From an optimization exercise on the open Yosys and OpenROAD flow, aimed at a short achievable clock period and few clock cycles; shortcuts taken in it are not production practice.
Power and IR drop assume default switching activity.

==> inputs of build 41 <==
// rv_core
module rv_core (
    input  logic        clk_cpu_i,
    input  logic        arst_n_i,
    input  logic [31:0] irom_inst_i,
    input  logic [31:0] dram_rdata_i,
    output logic [31:0] irom_addr_o,
    output logic [31:0] dram_addr_o,
    output logic [31:0] dram_wdata_o,
    output logic        dram_we_o,
    output logic        dram_re_o,
    output logic        debug_wb_have_inst_o,
    output logic [31:0] debug_wb_pc_o,
    output logic        debug_wb_ena_o,
    output logic [4:0]  debug_wb_reg_o,
    output logic [31:0] debug_wb_value_o
);
clock: 7.5 ns
lec_check: 0
abc_clock_period_in_ps: 2500
cap_margin: 20
core_margin: 2
core_utilization: 40
setup_slack_margin: 4.6
slew_margin: 20
run.sh (not shown) runs the stock make flow with config.mk's settings and CLKGATE_MAP_FILE= SYNTH_SCRIPT=/design/flow/synth_recipe.tcl, a recipe that flattens the netlist after the stock synthesis.
==> trial 66: changes against build 41 <==
--- a/flow/design.v
+++ b/flow/design.v
@@ -58,27 +58,24 @@
     logic            ena_e;
     logic            ld_e;
     logic            st_e;
     logic            br_e;
     logic            pred_e;
     logic            bq_e;
     logic            bn_e;
     logic            bl_e;
-    logic            m_eq_e, m_ne_e, m_lt_e, m_ge_e;    
     logic            bh_e;
     logic [NBTB-1:0] bhv_e;
     logic [4:0]      rd_e;
     logic [31:0]     pc_e;
     logic [31:0]     tgt_e;
     logic [31:0]     alt_e;
-    logic [31:0]     opa_e;       
+    logic [31:0]     opa_e;
     logic [31:0]     opb_e;
-    logic [31:0]     opa_n_e;     
-    logic [31:0]     opb_n_e;
     logic [31:0]     sd_e;
     logic            s_ml_e;
     logic            f_sub_e;
     logic            f_add_e, f_sll_e, f_slt_e, f_xor_e, f_srl_e, f_or_e, f_and_e, f_lui_e;
     logic            v_m;
     logic            wr_m;
     logic            ena_m;
     logic            ld_m;
@@ -109,40 +106,18 @@
         for (int i = 0; i < NBTB; i++) begin
             hitv_f[i] = btb_v[i] && (btb_tag[i] == pc_f[31:1]);
             btgt_f    = btgt_f | (btb_tgt[i] & {32{hitv_f[i]}});
         end
         hit_f = |hitv_f;
     end
     assign isbr_f  = (irom_inst_i[6:0] == 7'b1100011);
     assign spred_f = isbr_f && (irom_inst_i[31] || irom_inst_i[14:12] == 3'b001);
-    logic [12:1] boff_f;
-    logic [12:1] sg_f [5];
-    logic [12:1] sp_f [5];
-    assign boff_f = {irom_inst_i[31], irom_inst_i[7], irom_inst_i[30:25], irom_inst_i[11:8]};
-    always_comb begin
-        sg_f[0] = pc_f[12:1] & boff_f;
-        sp_f[0] = pc_f[12:1] ^ boff_f;
-        for (int l = 0; l < 4; l++) begin
-            for (int i = 1; i <= 12; i++) begin
-                if ((((i - 1) >> l) & 1) == 1) begin
-                    sg_f[l + 1][i] = sg_f[l][i] | (sp_f[l][i] & sg_f[l][(((i - 1) >> l) << l)]);
-                    sp_f[l + 1][i] = sp_f[l][i] & sp_f[l][(((i - 1) >> l) << l)];
-                end else begin
-                    sg_f[l + 1][i] = sg_f[l][i];
-                    sp_f[l + 1][i] = sp_f[l][i];
-                end
-            end
-        end
-        stlo_f[0] = pc_f[0];
-        stlo_f[1] = sp_f[0][1];
-        for (int i = 2; i <= 12; i++)
-            stlo_f[i] = sp_f[0][i] ^ sg_f[4][i - 1];
-        stlo_f[13] = sg_f[4][12];
-    end
+    assign stlo_f   = {1'b0, pc_f[12:0]} + {1'b0, irom_inst_i[31], irom_inst_i[7],
+                                            irom_inst_i[30:25], irom_inst_i[11:8], 1'b0};
     always_comb begin
         logic all1, all0;
         all1 = 1'b1;
         all0 = 1'b1;
         for (int i = 0; i < 19; i++) begin
             hi_inc_f[i] = pc_f[13 + i] ^ all1;
             hi_dec_f[i] = pc_f[13 + i] ^ all0;
             all1 = all1 & pc_f[13 + i];
@@ -219,77 +194,72 @@
     assign mm1   = wr_m && (rd_m == rs1_d);
     assign mm2   = wr_m && (rd_m == rs2_d);
     assign stall_d = v_d && ldv_e && ((use1_d && me1) || (use2_d && me2));
     assign m_res   = ld_m ? dram_rdata_i : alu_m;
     assign early_a = mm1 ? m_res : rv1_d;
     assign early_s = mm2 ? m_res : rv2_d;
     assign early_b = bimm_d ? imm_d : early_s;
     assign meb     = me2 && !bimm_d;
-    logic fa_add_e, fa_sub_e, fa_oth_e;
-    logic fb_add_e, fb_sub_e, fb_oth_e;
-    logic fs_add_e, fs_sub_e, fs_oth_e;
-    assign fa_add_e = me1 && f_add_e;
-    assign fa_sub_e = me1 && f_sub_e;
-    assign fa_oth_e = me1 && !f_add_e && !f_sub_e;
-    assign fb_add_e = meb && f_add_e;
-    assign fb_sub_e = meb && f_sub_e;
-    assign fb_oth_e = meb && !f_add_e && !f_sub_e;
-    assign fs_add_e = me2 && f_add_e;
-    assign fs_sub_e = me2 && f_sub_e;
-    assign fs_oth_e = me2 && !f_add_e && !f_sub_e;
-    assign opa_nxt = ({32{fa_add_e}} & sum_e) | ({32{fa_sub_e}} & dif_e)
-                   | ({32{fa_oth_e}} & oth_e) | ({32{!me1}} & early_a);
-    assign sd_nxt  = ({32{fs_add_e}} & sum_e) | ({32{fs_sub_e}} & dif_e)
-                   | ({32{fs_oth_e}} & oth_e) | ({32{!me2}} & early_s);
-    assign opb_nxt = ({32{fb_add_e}} & sum_e) | ({32{fb_sub_e}} & dif_e)
-                   | ({32{fb_oth_e}} & oth_e) | ({32{!meb}} & early_b);
-    logic [31:0] sum_e, dif_e, oth_e;
-    logic [31:0] xa_e, xb_e;
+    assign opa_nxt = me1 ? res_e : early_a;
+    assign sd_nxt  = me2 ? res_e : early_s;
+    assign opb_nxt = meb ? res_e : early_b;
+    logic [31:0] sum_e, dif_e;
     logic        lt_e, eq_e, taken_e, mis_e;
     assign sum_e = opa_e + opb_e;
     assign dif_e = opa_e - opb_e;
-    assign xa_e  = ~opa_n_e;
-    assign xb_e  = ~opb_n_e;
-    assign lt_e  = $signed(xa_e) < $signed(xb_e);
-    assign eq_e  = (opa_n_e == opb_n_e);
-    assign oth_e = ({32{f_sll_e}} & (xa_e << xb_e[4:0]))
-                 | ({32{f_srl_e}} & (xa_e >> xb_e[4:0]))
+    assign lt_e  = $signed(opa_e) < $signed(opb_e);
+    assign eq_e  = (opa_e == opb_e);
+    assign res_e = ({32{f_add_e}} & sum_e)
+                 | ({32{f_sub_e}} & dif_e)
+                 | ({32{f_sll_e}} & (opa_e << opb_e[4:0]))
+                 | ({32{f_srl_e}} & (opa_e >> opb_e[4:0]))
                  | ({32{f_slt_e}} & {31'd0, lt_e})
-                 | ({32{f_xor_e}} & (xa_e ^ xb_e))
-                 | ({32{f_or_e}}  & (xa_e | xb_e))
-                 | ({32{f_and_e}} & (xa_e & xb_e))
-                 | ({32{f_lui_e}} & xb_e);
-    assign res_e = ({32{f_add_e}} & sum_e) | ({32{f_sub_e}} & dif_e) | oth_e;
+                 | ({32{f_xor_e}} & (opa_e ^ opb_e))
+                 | ({32{f_or_e}}  & (opa_e | opb_e))
+                 | ({32{f_and_e}} & (opa_e & opb_e))
+                 | ({32{f_lui_e}} & opb_e);
     assign taken_e = (bq_e && eq_e) || (bn_e && !eq_e) || (bl_e && lt_e);
-    assign mis_e   = !fl_q && ((m_eq_e && eq_e) || (m_ne_e && !eq_e)
-                               || (m_lt_e && lt_e) || (m_ge_e && !lt_e));
-    logic [31:0] pc_early_f, pc_fetch_f, pc_nxt;
-    assign pc_early_f = stall_d ? pc_f : (hit_f ? btgt_f : pc4_f);
-    assign pc_fetch_f = (spred_f && !stall_d) ? stgt_f : pc_early_f;
-    assign pc_nxt     = mis_e ? alt_e : pc_fetch_f;
+    assign mis_e   = br_e && !fl_q && (taken_e != pred_e);
     always_ff @(posedge clk_cpu_i or negedge arst_n_i) begin
         if (!arst_n_i) begin
             pc_f <= 32'h0000_0000;
             v_d  <= 1'b0;
             fl_q <= 1'b0;
         end else begin
-            pc_f <= pc_nxt;
+            if (mis_e)
+                pc_f <= alt_e;
+            else if (stall_d)
+                pc_f <= pc_f;
+            else if (spred_f)
+                pc_f <= stgt_f;
+            else if (hit_f)
+                pc_f <= btgt_f;
+            else
+                pc_f <= pc4_f;
             if (mis_e)
                 v_d <= 1'b0;
             else if (!stall_d)
                 v_d <= 1'b1;
             fl_q <= mis_e;
         end
     end
     always_ff @(posedge clk_cpu_i) begin
         if (!arst_n_i)
             pc_o <= 32'h0000_0000;
+        else if (mis_e)
+            pc_o <= alt_e;
+        else if (stall_d)
+            pc_o <= pc_o;
+        else if (spred_f)
+            pc_o <= stgt_f;
+        else if (hit_f)
+            pc_o <= btgt_f;
         else
-            pc_o <= pc_nxt;
+            pc_o <= pc4_f;
     end
     always_ff @(posedge clk_cpu_i) begin
         if (!stall_d) begin
             tgt_d  <= stgt_f;
             pc4_d  <= pc4_f;
             pc_d   <= pc_f;
             inst_d <= irom_inst_i;
             pred_d <= spred_f || hit_f;
@@ -327,25 +297,17 @@
     assign go_d = v_d && !stall_d;
     always_ff @(posedge clk_cpu_i or negedge arst_n_i) begin
         if (!arst_n_i) begin
             v_e  <= 1'b0;
             wr_e <= 1'b0;
             ld_e <= 1'b0;
             st_e <= 1'b0;
             br_e <= 1'b0;
-            m_eq_e <= 1'b0;
-            m_ne_e <= 1'b0;
-            m_lt_e <= 1'b0;
-            m_ge_e <= 1'b0;
         end else begin
-            m_eq_e <= go_d && is_br_d && (pred_d ? f3_d == 3'b001 : f3_d == 3'b000);
-            m_ne_e <= go_d && is_br_d && (pred_d ? f3_d == 3'b000 : f3_d == 3'b001);
-            m_lt_e <= go_d && is_br_d && !pred_d && f3_d[2:1] != 2'b00;
-            m_ge_e <= go_d && is_br_d && pred_d && f3_d[2:1] != 2'b00;
             v_e  <= go_d;
             wr_e <= go_d && rfwe_d && (rd_d != 5'd0);
             ld_e <= go_d && is_ld_d;
             st_e <= go_d && is_st_d;
             br_e <= go_d && is_br_d;
         end
     end
     always_ff @(posedge clk_cpu_i) begin
@@ -357,18 +319,16 @@
         bh_e    <= bh_d;
         bhv_e   <= bhv_d;
         rd_e    <= rd_d;
         pc_e    <= pc_d;
         tgt_e   <= tgt_d;
         alt_e   <= pred_d ? pc4_d : tgt_d;
         opa_e   <= opa_nxt;
         opb_e   <= opb_nxt;
-        opa_n_e <= ~opa_nxt;
-        opb_n_e <= ~opb_nxt;
         sd_e    <= sd_nxt;
         s_ml_e  <= me2 && ldv_e;
         f_sub_e <= is_op_d && (f3_d == 3'b000) && inst_d[30];
         f_add_e <= is_alu_d ? ((f3_d == 3'b000 && !(is_op_d && inst_d[30])) || f3_d == 3'b011)
                             : !is_lui_d;
         f_sll_e <= is_alu_d && (f3_d == 3'b001);
         f_slt_e <= is_alu_d && (f3_d == 3'b010);
         f_xor_e <= is_alu_d && (f3_d == 3'b100);
==> trial 92: changes against build 41 <==
--- a/flow/design.v
+++ b/flow/design.v
@@ -69,16 +69,18 @@
     logic [4:0]      rd_e;
     logic [31:0]     pc_e;
     logic [31:0]     tgt_e;
     logic [31:0]     alt_e;
     logic [31:0]     opa_e;       
     logic [31:0]     opb_e;
     logic [31:0]     opa_n_e;     
     logic [31:0]     opb_n_e;
+    logic [4:0]      shl_e;       
+    logic [4:0]      shr_n_e;     
     logic [31:0]     sd_e;
     logic            s_ml_e;
     logic            f_sub_e;
     logic            f_add_e, f_sll_e, f_slt_e, f_xor_e, f_srl_e, f_or_e, f_and_e, f_lui_e;
     logic            v_m;
     logic            wr_m;
     logic            ena_m;
     logic            ld_m;
@@ -241,23 +243,23 @@
     assign sd_nxt  = ({32{fs_add_e}} & sum_e) | ({32{fs_sub_e}} & dif_e)
                    | ({32{fs_oth_e}} & oth_e) | ({32{!me2}} & early_s);
     assign opb_nxt = ({32{fb_add_e}} & sum_e) | ({32{fb_sub_e}} & dif_e)
                    | ({32{fb_oth_e}} & oth_e) | ({32{!meb}} & early_b);
     logic [31:0] sum_e, dif_e, oth_e;
     logic [31:0] xa_e, xb_e;
     logic        lt_e, eq_e, taken_e, mis_e;
     assign sum_e = opa_e + opb_e;
-    assign dif_e = opa_e - opb_e;
+    assign dif_e = opa_e + opb_n_e + 32'd1;
     assign xa_e  = ~opa_n_e;
     assign xb_e  = ~opb_n_e;
     assign lt_e  = $signed(xa_e) < $signed(xb_e);
     assign eq_e  = (opa_n_e == opb_n_e);
-    assign oth_e = ({32{f_sll_e}} & (xa_e << xb_e[4:0]))
-                 | ({32{f_srl_e}} & (xa_e >> xb_e[4:0]))
+    assign oth_e = ({32{f_sll_e}} & (xa_e << shl_e))
+                 | ({32{f_srl_e}} & (xa_e >> ~shr_n_e))
                  | ({32{f_slt_e}} & {31'd0, lt_e})
                  | ({32{f_xor_e}} & (xa_e ^ xb_e))
                  | ({32{f_or_e}}  & (xa_e | xb_e))
                  | ({32{f_and_e}} & (xa_e & xb_e))
                  | ({32{f_lui_e}} & xb_e);
     assign res_e = ({32{f_add_e}} & sum_e) | ({32{f_sub_e}} & dif_e) | oth_e;
     assign taken_e = (bq_e && eq_e) || (bn_e && !eq_e) || (bl_e && lt_e);
     assign mis_e   = !fl_q && ((m_eq_e && eq_e) || (m_ne_e && !eq_e)
@@ -327,21 +329,25 @@
     assign go_d = v_d && !stall_d;
     always_ff @(posedge clk_cpu_i or negedge arst_n_i) begin
         if (!arst_n_i) begin
             v_e  <= 1'b0;
             wr_e <= 1'b0;
             ld_e <= 1'b0;
             st_e <= 1'b0;
             br_e <= 1'b0;
+            shl_e   <= '0;
+            shr_n_e <= '0;
             m_eq_e <= 1'b0;
             m_ne_e <= 1'b0;
             m_lt_e <= 1'b0;
             m_ge_e <= 1'b0;
         end else begin
+            shl_e   <= opb_nxt[4:0];
+            shr_n_e <= ~opb_nxt[4:0];
             m_eq_e <= go_d && is_br_d && (pred_d ? f3_d == 3'b001 : f3_d == 3'b000);
             m_ne_e <= go_d && is_br_d && (pred_d ? f3_d == 3'b000 : f3_d == 3'b001);
             m_lt_e <= go_d && is_br_d && !pred_d && f3_d[2:1] != 2'b00;
             m_ge_e <= go_d && is_br_d && pred_d && f3_d[2:1] != 2'b00;
             v_e  <= go_d;
             wr_e <= go_d && rfwe_d && (rd_d != 5'd0);
             ld_e <= go_d && is_ld_d;
             st_e <= go_d && is_st_d;
==> summary.txt <==
CTS Buf Count - 212
CTS Sinks - 2025
Synth Cell Area - 0.0914 mm²
Pre-CTS WS - 1.08 ns
Switching part of the total - 31.8%
Result of the run - timing/DRC/antenna clean
Sequential Power - 16200 µW
Slew headroom - 18.8%
R2r endpoint - pc_o[4]$_SDFF_PN0_
XOR/XNOR Fraction of Synth Area - 2.37%
Postcts setup bufs - 344
Inverters - 208
Via count - 62400
WP depth - 34
[end of results for build 41]
==> summary.txt <==
Result of the run - timing/DRC/antenna clean
Switching part of the total - 30.8%
Sequential Power - 15100 µW
WP depth - 22
Inverters - 156
Via count - 61000
Postcts setup bufs - 333
R2r endpoint - pc_o[26]$_SDFFE_PN0P_
Pre-CTS WS - 1.48 ns
XOR/XNOR Fraction of Synth Area - 2.16%
[end of results for trial 66]
==> summary.txt <==
Result of the run - timing/DRC/antenna clean
Synth Cell Area - 0.0924 mm²
Postcts setup bufs - 384
Sequential Power - 16500 µW
Via count - 63600
Slew headroom - 27.8%
Pre-CTS WS - 1.57 ns
XOR/XNOR Fraction of Synth Area - 2.41%
Switching part of the total - 32.3%
CTS Sinks - 2035
R2r endpoint - pc_f[18]$_DFF_PN0_
WP depth - 22
Most common cell after layout, fill and taps aside - edfxtp_1
[end of results for trial 92]
Function was not checked in any run of this note: the RTL went through the layout flow alone.

## what the ideal ports hide
Ports are ideal in the flow. The routed layouts listed here were re-timed in OpenROAD.
Step 1, drivers: a clkbuf_16 drives clk_cpu_i and a buf_2 each remaining input, both assumed.
Step 2 moves the port delays by t, midway between the first and last clock arrival at a register: inputs arrive t later, outputs are due t later. That takes back most of the time a late clock gives input paths.
Slacks: ideal ports / drivers / drivers and shift; pairs: ideal ports / drivers.
run | t, ns | setup slack, ns | hold WS [ns] | worst slew at a driven data input, ns
build 41 | 0.936 | 2.790 / 2.837 / 1.900 | 0.313 / 0.313 / 0.313 | 0.19
trial 66 | 0.921 | 3.043 / 3.080 / 2.158 | 0.275 / 0.275 / 0.275 | 0.18
trial 92 | 0.949 | 3.354 / 3.404 / 2.455 | 0.297 / 0.297 / 0.297 | 0.15
After both steps setup and hold are still met in every run listed. For trial 92, which loses most, drivers alone change the setup slack by +0.050 ns; drivers and shift together by -0.899 ns.
